From an optimization exercise on the open Yosys and OpenROAD flow, aimed at small area, a short achievable clock period and few clock cycles per item; shortcuts taken in it are not production practice. Only simulation tests tie the RTL to the original design; equivalence was not proved.

build 76:
==> flow/design.v (excerpt) <==
module pipelined_alu #(
   parameter int WIDTH   = 32,
   parameter int LATENCY = 2,
   parameter int TAG_W   = 8
) (
   input  logic             clk,
   input  logic             reset,
   input  logic             in_valid,
   output logic             in_ready,
   input  logic [WIDTH-1:0] op_a,
   input  logic [WIDTH-1:0] op_b,
   input  logic [3:0]       opcode,
   input  logic [TAG_W-1:0] in_tag,
   output logic             out_valid,
   input  logic             out_ready,
   output logic [WIDTH-1:0] result,
   output logic [TAG_W-1:0] out_tag,
   output logic             flag_z,
   output logic             flag_c,
   output logic             flag_v,
   output logic             err,
   output logic             busy
);
   logic adv;
   logic v1, v2;
   assign adv = !v2 | out_ready;
   assign in_ready = adv;
   assign out_valid = v2;
   assign busy = v1 | v2;
   wire [3:0] op = opcode;
   wire is_add  = op == 4'd0;
   wire is_sub  = op == 4'd1;
   wire is_and  = op == 4'd2;
   wire is_or   = op == 4'd3;
   wire is_xor  = op == 4'd4;
   wire is_shl  = op == 4'd5;
   wire is_shr  = op == 4'd6;
   wire is_sra  = op == 4'd7;
   wire is_slt  = op == 4'd8;
   wire is_sltu = op == 4'd9;
   wire is_mul  = op == 4'd10;
   wire is_ill  = op > 4'd10;
   wire sub_m   = is_sub | is_slt | is_sltu;
   wire use_ab0 = is_add | sub_m | is_and | is_or | is_xor;
   wire rsh     = is_shr | is_sra;
   wire is_sh   = is_shl | rsh;
   wire fill0 = is_sra & op_a[31];
   logic [31:0] ma0, bm0, ohot;
   always_comb begin
      for (int i = 0; i < 32; i++) begin
         ma0[i]  = rsh ? op_a[31-i] ^ fill0 : op_a[i];
         ohot[i] = op_b[4:0] == 5'(i);
      end
   end
  ...
export LEC_CHECK = 0
export CAP_MARGIN = 20
export CORE_MARGIN = 2
export CORE_UTILIZATION = 40
export SETUP_SLACK_MARGIN = 4.5
export SLEW_MARGIN = 20
export SYNTH_HIERARCHICAL = 1
create_clock -name core_clock -period 10.0 [get_ports {clk}]
standard.sh (not shown) runs the stock make flow with config.mk's settings and CLKGATE_MAP_FILE= SYNTH_SCRIPT=/design/flow/synth_recipe.tcl, a recipe that flattens the netlist after the stock synthesis.
==> flow/flow/run.sh <==
#!/bin/bash
# The standard layout, with the ports buffered by buf_1 cells instead of the delay-type
# buffer that buffer_ports picks by default.
set -euo pipefail
bash standard.sh "BUFFER_PORTS_ARGS=-buffer_cell sky130_fd_sc_hd__buf_1" finish > standard_make.log 2>&1
Testbench counts of build 76, summed over its fixed seeds: cycles 16,016, items 16,000.
Relative to build 76, the following input files were edited for build 97:
Settings: CORE_UTILIZATION changed from 40 to 65; PLACE_DENSITY newly set to 0.85.
==> comparison <==
- Build 97 | stages: all done | timing, DRC, antenna: all pass
- The part of the cycle the worst path needs reported for build 97 is greater than that of build 76 by 0.85 points.
- On utilization, the higher figure sits with build 97, not build 76.
- In the metrics for build 76 and build 97, the one carrying the higher first-iteration DRC count is build 97.
- The run with more setup slack is build 76; build 97 has less.
- Cmp build 97 vs build 76: global-route usage higher in build 97
- In build 97, final critical path time including I/O delays and setup is higher than in build 76.
- Comparing build 76 and build 97, chip height is higher on build 76.
- Build 97 against build 76: remaining antenna violation count shows no meaningful change.
Here is what was changed in the inputs of build 92 compared with build 97.
Settings: PLACE_DENSITY: 0.85 -> 0.75; CORE_UTILIZATION: 65 -> 55.
==> run notes <==
In the reports for build 92 and build 97, the larger routed wire length belongs to build 92. Looking at build 92 and build 97, the share of flip-flops with an asynchronous set or reset after synthesis is a wash. Of build 92 and build 97, the lower tapcell count belongs to build 97. Compared with build 97, build 92 shows a layout-stage area growth over the synthesis result that is 0.18 points higher. Clock sink count came out exactly the same in build 92 and build 97. On summed area of non-filler cells in the final layout, build 92 tracks build 97 almost exactly. Build 97 → build 92: count of clock-buffer cells in the layout now larger.
Edits applied to the flow inputs when going from build 92 to build 79:
Settings: SETUP_SLACK_MARGIN: 4.5 -> 4.25.
Findings:
Build 92 -> build 79: average vias per placed instance increased slightly
From build 92 to build 79, effective utilization at floorplan did not move at all.
Compared build 92 against build 79.
Looking at first element of the critical path, the ua1$_DFFE_PP_ result is from build 79; the p[4]$_DFFE_PP_ one comes from build 92.
Looking at build 79 and build 92, the global-route total usage across every layer is a wash.
Final instance area: build 92 vs build 79 — no meaningful difference

pipelined_alu, a different RTL version from the one above (not shown whole).
For scale: ~2000 cells after synthesis, about 160 flip-flops, about 130 I/O pins, roughly 0.020 mm2 of cells after synthesis.
export LEC_CHECK = 0
export CAP_MARGIN = 20
export CORE_MARGIN = 2
export CORE_UTILIZATION = 55
export PLACE_DENSITY = 0.75
export SETUP_SLACK_MARGIN = 4.5
export SLEW_MARGIN = 20
export SYNTH_HIERARCHICAL = 1
create_clock -name core_clock -period 10.0 [get_ports {clk}]
Scripts as last shown in full above: flow/flow/run.sh
Testbench counts at the start, summed over its fixed seeds: cycles 16,016, items 16,000.
Next try:
--- a/flow/config.mk
+++ b/flow/config.mk
@@ -8,7 +8,6 @@
 export CAP_MARGIN = 20
 export CORE_MARGIN = 2
-export CORE_UTILIZATION = 55
-export PLACE_DENSITY = 0.75
-export SETUP_SLACK_MARGIN = 4.5
+export CORE_UTILIZATION = 40
+export SETUP_SLACK_MARGIN = 5
 export SLEW_MARGIN = 20
 export SYNTH_HIERARCHICAL = 1
=> The changed run went through all stages and came out clean; routed wire length rose by 11%; clock-buffer cell count stays the same; global-route usage drops by 7.2 points; worst hold slack degrades by 0.015 ns; area after synthesis stays the same; maximum frequency goes up by about 1.4%.
Next try:
--- a/flow/config.mk
+++ b/flow/config.mk
@@ -9,5 +9,5 @@
 export CORE_MARGIN = 2
 export CORE_UTILIZATION = 40
-export SETUP_SLACK_MARGIN = 5
+export SETUP_SLACK_MARGIN = 4.75
 export SLEW_MARGIN = 20
 export SYNTH_HIERARCHICAL = 1
What happened: The changed run produced a clean layout; sequential share of layout area grows by 0.83 points; area after synthesis stays the same; count of clock-buffer cells in the layout grows by 1; routed wire length shrinks by 2.6%; sequential cell count is unchanged; maximum frequency grows by 1.6%; core utilization shrinks by 2.0 points; via count shrinks by 2.3%; die area does not change.
Next try:
--- a/flow/config.mk
+++ b/flow/config.mk
@@ -9,5 +9,5 @@
 export CORE_MARGIN = 2
 export CORE_UTILIZATION = 40
-export SETUP_SLACK_MARGIN = 4.75
+export SETUP_SLACK_MARGIN = 4.5
 export SLEW_MARGIN = 20
 export SYNTH_HIERARCHICAL = 1
After rerunning: The changed run completed with no timing, DRC or antenna violations. Count of clock-buffer cells in the layout stays the same. Wire length decreases by 4.8%. Synthesized cell count stays the same. Setup slack degrades by 0.17 ns. Design area went down by 4.4%. Synthesized area stays the same. Sequential share of layout area goes up by 0.93 points. Global-route usage shrinks by 1.0 points. Via count drops by 3.2%. Clock skew barely changes.

[re-timing with driven ports]
No port has a modelled driver above. Below, the same layouts with a new extraction and two added sets of constraints. Step 1, drivers: a clkbuf_16 drives clk and a buf_2 each remaining input, both assumed. Step 2 times the ports against the registers' clock, not the clock port: input delays grow and output delays shrink by t, the midpoint of the rising clock arrivals with the driver on. Three values: ideal, step 1, step 2; two values: the first two.
| run | t (ns) | slack for setup (ns) | slew at the worst register clock pin (ns) | worst data-port slew with drivers (ns) |
|---|---|---|---|---|
| build 76 | 0.510 | 4.613 / 4.555 / 4.641 | 0.08 / 0.08 | 0.04 |
| build 97 | 0.485 | 4.527 / 4.475 / 4.529 | 0.08 / 0.08 | 0.06 |
| build 92 | 0.486 | 4.662 / 4.612 / 4.696 | 0.08 / 0.08 | 0.06 |
| build 79 | 0.487 | 4.542 / 4.510 / 4.542 | 0.08 / 0.08 | 0.06 |
| the first run of note 2 | 0.495 | 4.641 / 4.588 / 4.697 | 0.08 / 0.08 | 0.04 |
| the second run of note 2 | 0.506 | 4.716 / 4.665 / 5.027 | 0.09 / 0.09 | 0.04 |
| the third run of note 2 | 0.510 | 4.799 / 4.745 / 4.876 | 0.09 / 0.09 | 0.04 |
| the fourth run of note 2 | 0.512 | 4.634 / 4.577 / 4.668 | 0.09 / 0.09 | 0.04 |
After both steps every run listed still meets setup and hold.
